This is an optimization exercise on Yosys and OpenROAD, whose aim is small area, a short achievable clock period and few clock cycles per item, not a production implementation.
Where RTL was checked, it was by simulation tests only, not by an equivalence proof against the original.
Power figures rest on the tool's default switching activity, not on a simulated workload.

==> juniper: inputs <==
// mul_share_arbiter
module mul_share_arbiter #(
    parameter int DATAWIDTH = 64,
    parameter int LATENCY   = 3
) (
    input  logic                   Clk,
    input  logic                   Rst,
    input  logic [3:0]             Req,
    input  logic [4*DATAWIDTH-1:0] A,
    input  logic [4*DATAWIDTH-1:0] B,
    output logic [3:0]             Grant,
    output logic [3:0]             Done,
    output logic [DATAWIDTH-1:0]   Prod,
    output logic                   Busy
);
Settings: LEC_CHECK=0, ABC_AREA=1, CAP_MARGIN=20, CORE_MARGIN=2, CORE_UTILIZATION=40, SETUP_SLACK_MARGIN=5, SLEW_MARGIN=20, SYNTH_HIERARCHICAL=1; clock period 8.5 ns.
standard.sh (not shown) runs the stock make flow with config.mk's settings and CLKGATE_MAP_FILE= SYNTH_SCRIPT=/design/flow/synth_recipe.tcl, a recipe that flattens the netlist after the stock synthesis.
==> flow/flow/run.sh <==
#!/bin/bash
set -euo pipefail
cd "$(dirname "$0")/.."
bash standard.sh "BUFFER_PORTS_ARGS=-buffer_cell sky130_fd_sc_hd__buf_1" \
    SETUP_SLACK_MARGIN=5.6 finish > standard.log 2>&1
==> inputs of willow, as changes to juniper <==
CAP_MARGIN = 60   (was 20)
CTS_BUF_LIST = sky130_fd_sc_hd__clkbuf_8   (was unset)
SLEW_MARGIN = 60   (was 20)
==> inputs of maple, as changes to juniper <==
==> flow/run.sh (new file) <==
#!/bin/bash
# synth_recipe.tcl (not shown) runs the flow's synth.tcl, then flattens the netlist and writes it again
# the make line also repeats each setting of config.mk as NAME=value (left out here)
make -C /OpenROAD-flow-scripts/flow DESIGN_CONFIG=/design/flow/config.mk WORK_HOME=/design/flow/orfs CLKGATE_MAP_FILE= SYNTH_SCRIPT=/design/flow/synth_recipe.tcl finish
removed: flow/flow/run.sh
removed: flow/standard.sh
==> inputs of violet, as changes to juniper <==
CAP_MARGIN = 30   (was 20)
SLEW_MARGIN = 30   (was 20)
==> notes.md <==
juniper reached the layout checks and failed them: capacitance limit, slew limit. violet ran to the end with violations: capacitance limit, slew limit. maple went through all stages and came out clean. willow completed without violations.
Wire length: maple < juniper < violet < willow.
Via count, lowest first: maple, juniper, violet, willow.
Maximum frequency: juniper is larger than maple (about 16%).
Of juniper and violet, violet has the higher core utilization (gap 0.23 points).
Testbench counts of juniper, summed over its fixed seeds: cycles 1,568, items 1,536.
Testbench counts of willow, summed over its fixed seeds: cycles 1,568, items 1,536.
Testbench counts of maple, summed over its fixed seeds: cycles 1,568, items 1,536.
Testbench counts of violet, summed over its fixed seeds: cycles 1,568, items 1,536.

* * *

==> branch xenon <==
mul_share_arbiter, a different RTL version from the one above (not shown whole).
==> flow/config.mk <==
export PLATFORM = sky130hd
export DESIGN_NAME = mul_share_arbiter
export DESIGN_NICKNAME = mul_share_arbiter
export VERILOG_FILES = /design/flow/design.v
export SDC_FILE = /design/flow/constraint.sdc
export NUM_CORES = 4
export LEC_CHECK = 0
export ABC_AREA = 1
export CAP_MARGIN = 20
export CORE_MARGIN = 2
export CORE_UTILIZATION = 40
export SETUP_SLACK_MARGIN = 5
export SLEW_MARGIN = 20
export SYNTH_HIERARCHICAL = 1
==> flow/constraint.sdc <==
create_clock -name core_clock -period 8.5 [get_ports {Clk}]
set_input_delay 1.7000 -clock core_clock [delete_from_list [all_inputs] [get_ports {Clk}]]
set_output_delay 1.7000 -clock core_clock [all_outputs]
set_load 0.01 [all_outputs]
run.sh (not shown) runs the stock make flow with config.mk's settings and CLKGATE_MAP_FILE= SYNTH_SCRIPT=/design/flow/synth_recipe.tcl, a recipe that flattens the netlist after the stock synthesis.
Stock flow here: none of the scripts above is used.
==> branch lagoon: changes against branch xenon <==
--- a/flow/design.v
+++ b/flow/design.v
@@ -8,34 +8,39 @@
     input  logic [4*DATAWIDTH-1:0] A,
     input  logic [4*DATAWIDTH-1:0] B,
     output logic [3:0]             Grant,
     output logic [3:0]             Done,
     output logic [DATAWIDTH-1:0]   Prod,
     output logic                   Busy
 );
   logic [3:0] slot_r;
-  logic [3:0] grant_r, tag1_r, tag2_r, done_r;
+  logic [3:0] grant_r, done_r;
+  logic [3:0] tag_r [1:2];
   logic       busy_r;
   wire  [3:0] acc = Req & slot_r;
+  logic       tags_any;
+  always_comb begin
+    tags_any = |grant_r;
+    for (int k = 1; k <= 2; k++) tags_any = tags_any | (|tag_r[k]);
+  end
   always_ff @(posedge Clk or negedge Rst) begin
     if (!Rst) begin
       slot_r  <= 4'b0001;
       grant_r <= '0;
-      tag1_r  <= '0;
-      tag2_r  <= '0;
+      for (int k = 1; k <= 2; k++) tag_r[k] <= '0;
       done_r  <= '0;
       busy_r  <= 1'b0;
     end else begin
       slot_r  <= {slot_r[2:0], slot_r[3]};
       grant_r <= acc;
-      tag1_r  <= grant_r;
-      tag2_r  <= tag1_r;
-      done_r  <= tag2_r;
-      busy_r  <= (|acc) | (|grant_r) | (|tag1_r) | (|tag2_r);
+      tag_r[1] <= grant_r;
+      for (int k = 2; k <= 2; k++) tag_r[k] <= tag_r[k-1];
+      done_r  <= tag_r[2];
+      busy_r  <= (|acc) | tags_any;
     end
   end
   assign Grant = grant_r;
   assign Done  = done_r;
   assign Busy  = busy_r;
   wire [63:0] a_sel = ({64{slot_r[0]}} & A[63:0])    | ({64{slot_r[1]}} & A[127:64]) |
                       ({64{slot_r[2]}} & A[191:128]) | ({64{slot_r[3]}} & A[255:192]);
   wire [63:0] b_sel = ({64{slot_r[0]}} & B[63:0])    | ({64{slot_r[1]}} & B[127:64]) |
==> flow/config.mk (replaced) <==
export PLATFORM = sky130hd
export DESIGN_NAME = mul_share_arbiter
export DESIGN_NICKNAME = mul_share_arbiter
export VERILOG_FILES = /design/flow/design.v
export SDC_FILE = /design/flow/constraint.sdc
export NUM_CORES = 4
export LEC_CHECK = 0
export ABC_AREA = 1
export CAP_MARGIN = 20
export CORE_MARGIN = 2
export CORE_UTILIZATION = 60
export PLACE_DENSITY = 0.7
export SETUP_SLACK_MARGIN = 5
export SLEW_MARGIN = 20
export SYNTH_HIERARCHICAL = 1
==> summary of the runs <==
Against branch xenon, the cell count of branch lagoon is lower by about 7%. In combinational power, branch xenon and branch lagoon hardly differ. Of branch xenon and branch lagoon, branch xenon has the higher fmax (gap 1.8%, measured against branch lagoon). In branch xenon the power is higher than in branch lagoon, by 4.4%. Design area: branch xenon is higher than branch lagoon (2.0%). Of branch xenon and branch lagoon, branch xenon has the higher clock power (gap 8.7%, measured against branch lagoon). Against branch xenon, the setup slack of branch lagoon is lower by 0.065 ns. In branch xenon the area after synthesis is lower than in branch lagoon, by 0.28%. Of branch lagoon and branch xenon, branch lagoon has the higher sequential share of layout area (gap 0.40 points). In branch xenon the via count is smaller than in branch lagoon, by 4.5%. Between branch lagoon and branch xenon, the lower critical path depth is in branch lagoon (gap 2).
==> figures <==
Portion of the clock cycle consumed by the worst path in the final layout: branch lagoon 42.4%; branch xenon 41.6%
Post-route cell area: branch lagoon 0.0707 mm2; branch xenon 0.0721 mm2
Number of global-route vias before repair: branch lagoon 56,700; branch xenon 55,900
Mean Syn Cell Area: branch lagoon 9.68 um2; branch xenon 9.74 um2
Final core area utilization: branch lagoon 69.6%; branch xenon 47.6%
Wire length of the first global-routing pass: branch lagoon 378,000 um; branch xenon 389,000 um
Signal buf overhead: branch lagoon 9.90%; branch xenon 10.3%
Proportion of netlist area held by the largest area contributor: branch lagoon 29.8%; branch xenon 29.9%
Worst Min Path Start: branch lagoon opa_r[17]; branch xenon neg_r[26]
CP required: branch lagoon 9.06 ns; branch xenon 9.07 ns
Area used by sequential logic in the layout: branch lagoon 0.0148 mm2; branch xenon 0.0149 mm2
Insertion delay of the later-clocked pin in the worst-skew pair: branch lagoon 0.74 ns; branch xenon 0.73 ns
Worst relative slew slack: branch lagoon 12.8%; branch xenon 15.8%
Reg2Reg Launch Point: branch lagoon opa_r[42]; branch xenon opa_r[32]
Run status: branch lagoon complete, no violations; branch xenon complete, no violations
Fraction of area in multi-input gates: branch lagoon 60.7%; branch xenon 59.4%
Gp weighted congestion: branch lagoon 1.01; branch xenon 0.966
Minimum period implied by the final worst setup slack: branch lagoon 3.60 ns; branch xenon 3.54 ns
Post-route clock skew: branch lagoon 0.0595 ns; branch xenon 0.0444 ns
Half-perimeter wire length of the detailed placement result: branch lagoon 181,000 um; branch xenon 189,000 um
Plain + repair buffers: branch lagoon 707; branch xenon 730
WP data arrival: branch lagoon 4.16 ns; branch xenon 4.11 ns
Launch point of the worst path: branch lagoon opa_r[42]; branch xenon opa_r[32]
Testbench counts of branch lagoon, summed over its fixed seeds: cycles 1,568, items 1,536.
Function not checked in branch xenon: the RTL went through the layout flow alone.

[what the ideal ports hide]
No port has a modelled driver above. Below, the same layouts with a new extraction and two added sets of constraints. Step 1: set_driving_cell puts a clkbuf_16 on Clk and a buf_2 on each other input, an assumption about the parent block. Step 2 moves the port delays by t, midway between the first and last clock arrival at a register: inputs arrive t later, outputs are due t later. That takes back most of the time a late clock gives input paths. Slacks: ideal / step 1 / step 2; pairs: ideal / step 1.
| run | shift t [ns] | setup WS [ns] | worst register clock-pin slew, ns | pins driven straight from the clock port |
|---|---|---|---|---|
| juniper | 0.798 | 5.424 / 5.394 / 4.997 | 0.07 / 0.07 | 1 |
| willow | 0.950 | 5.305 / 5.244 / 5.260 | 0.08 / 0.08 | 1 |
| maple | 0.776 | 4.931 / 4.931 / 4.680 | 0.08 / 0.08 | 1 |
| violet | 0.825 | 5.442 / 5.365 / 5.125 | 0.07 / 0.07 | 1 |
| branch xenon | 0.788 | 4.961 / 4.961 / 4.766 | 0.07 / 0.07 | 1 |
| branch lagoon | 0.789 | 4.896 / 4.896 / 4.844 | 0.07 / 0.07 | 1 |
The setup slack of juniper, which loses most, moves by -0.030 ns with the drivers and by -0.427 ns with both steps.
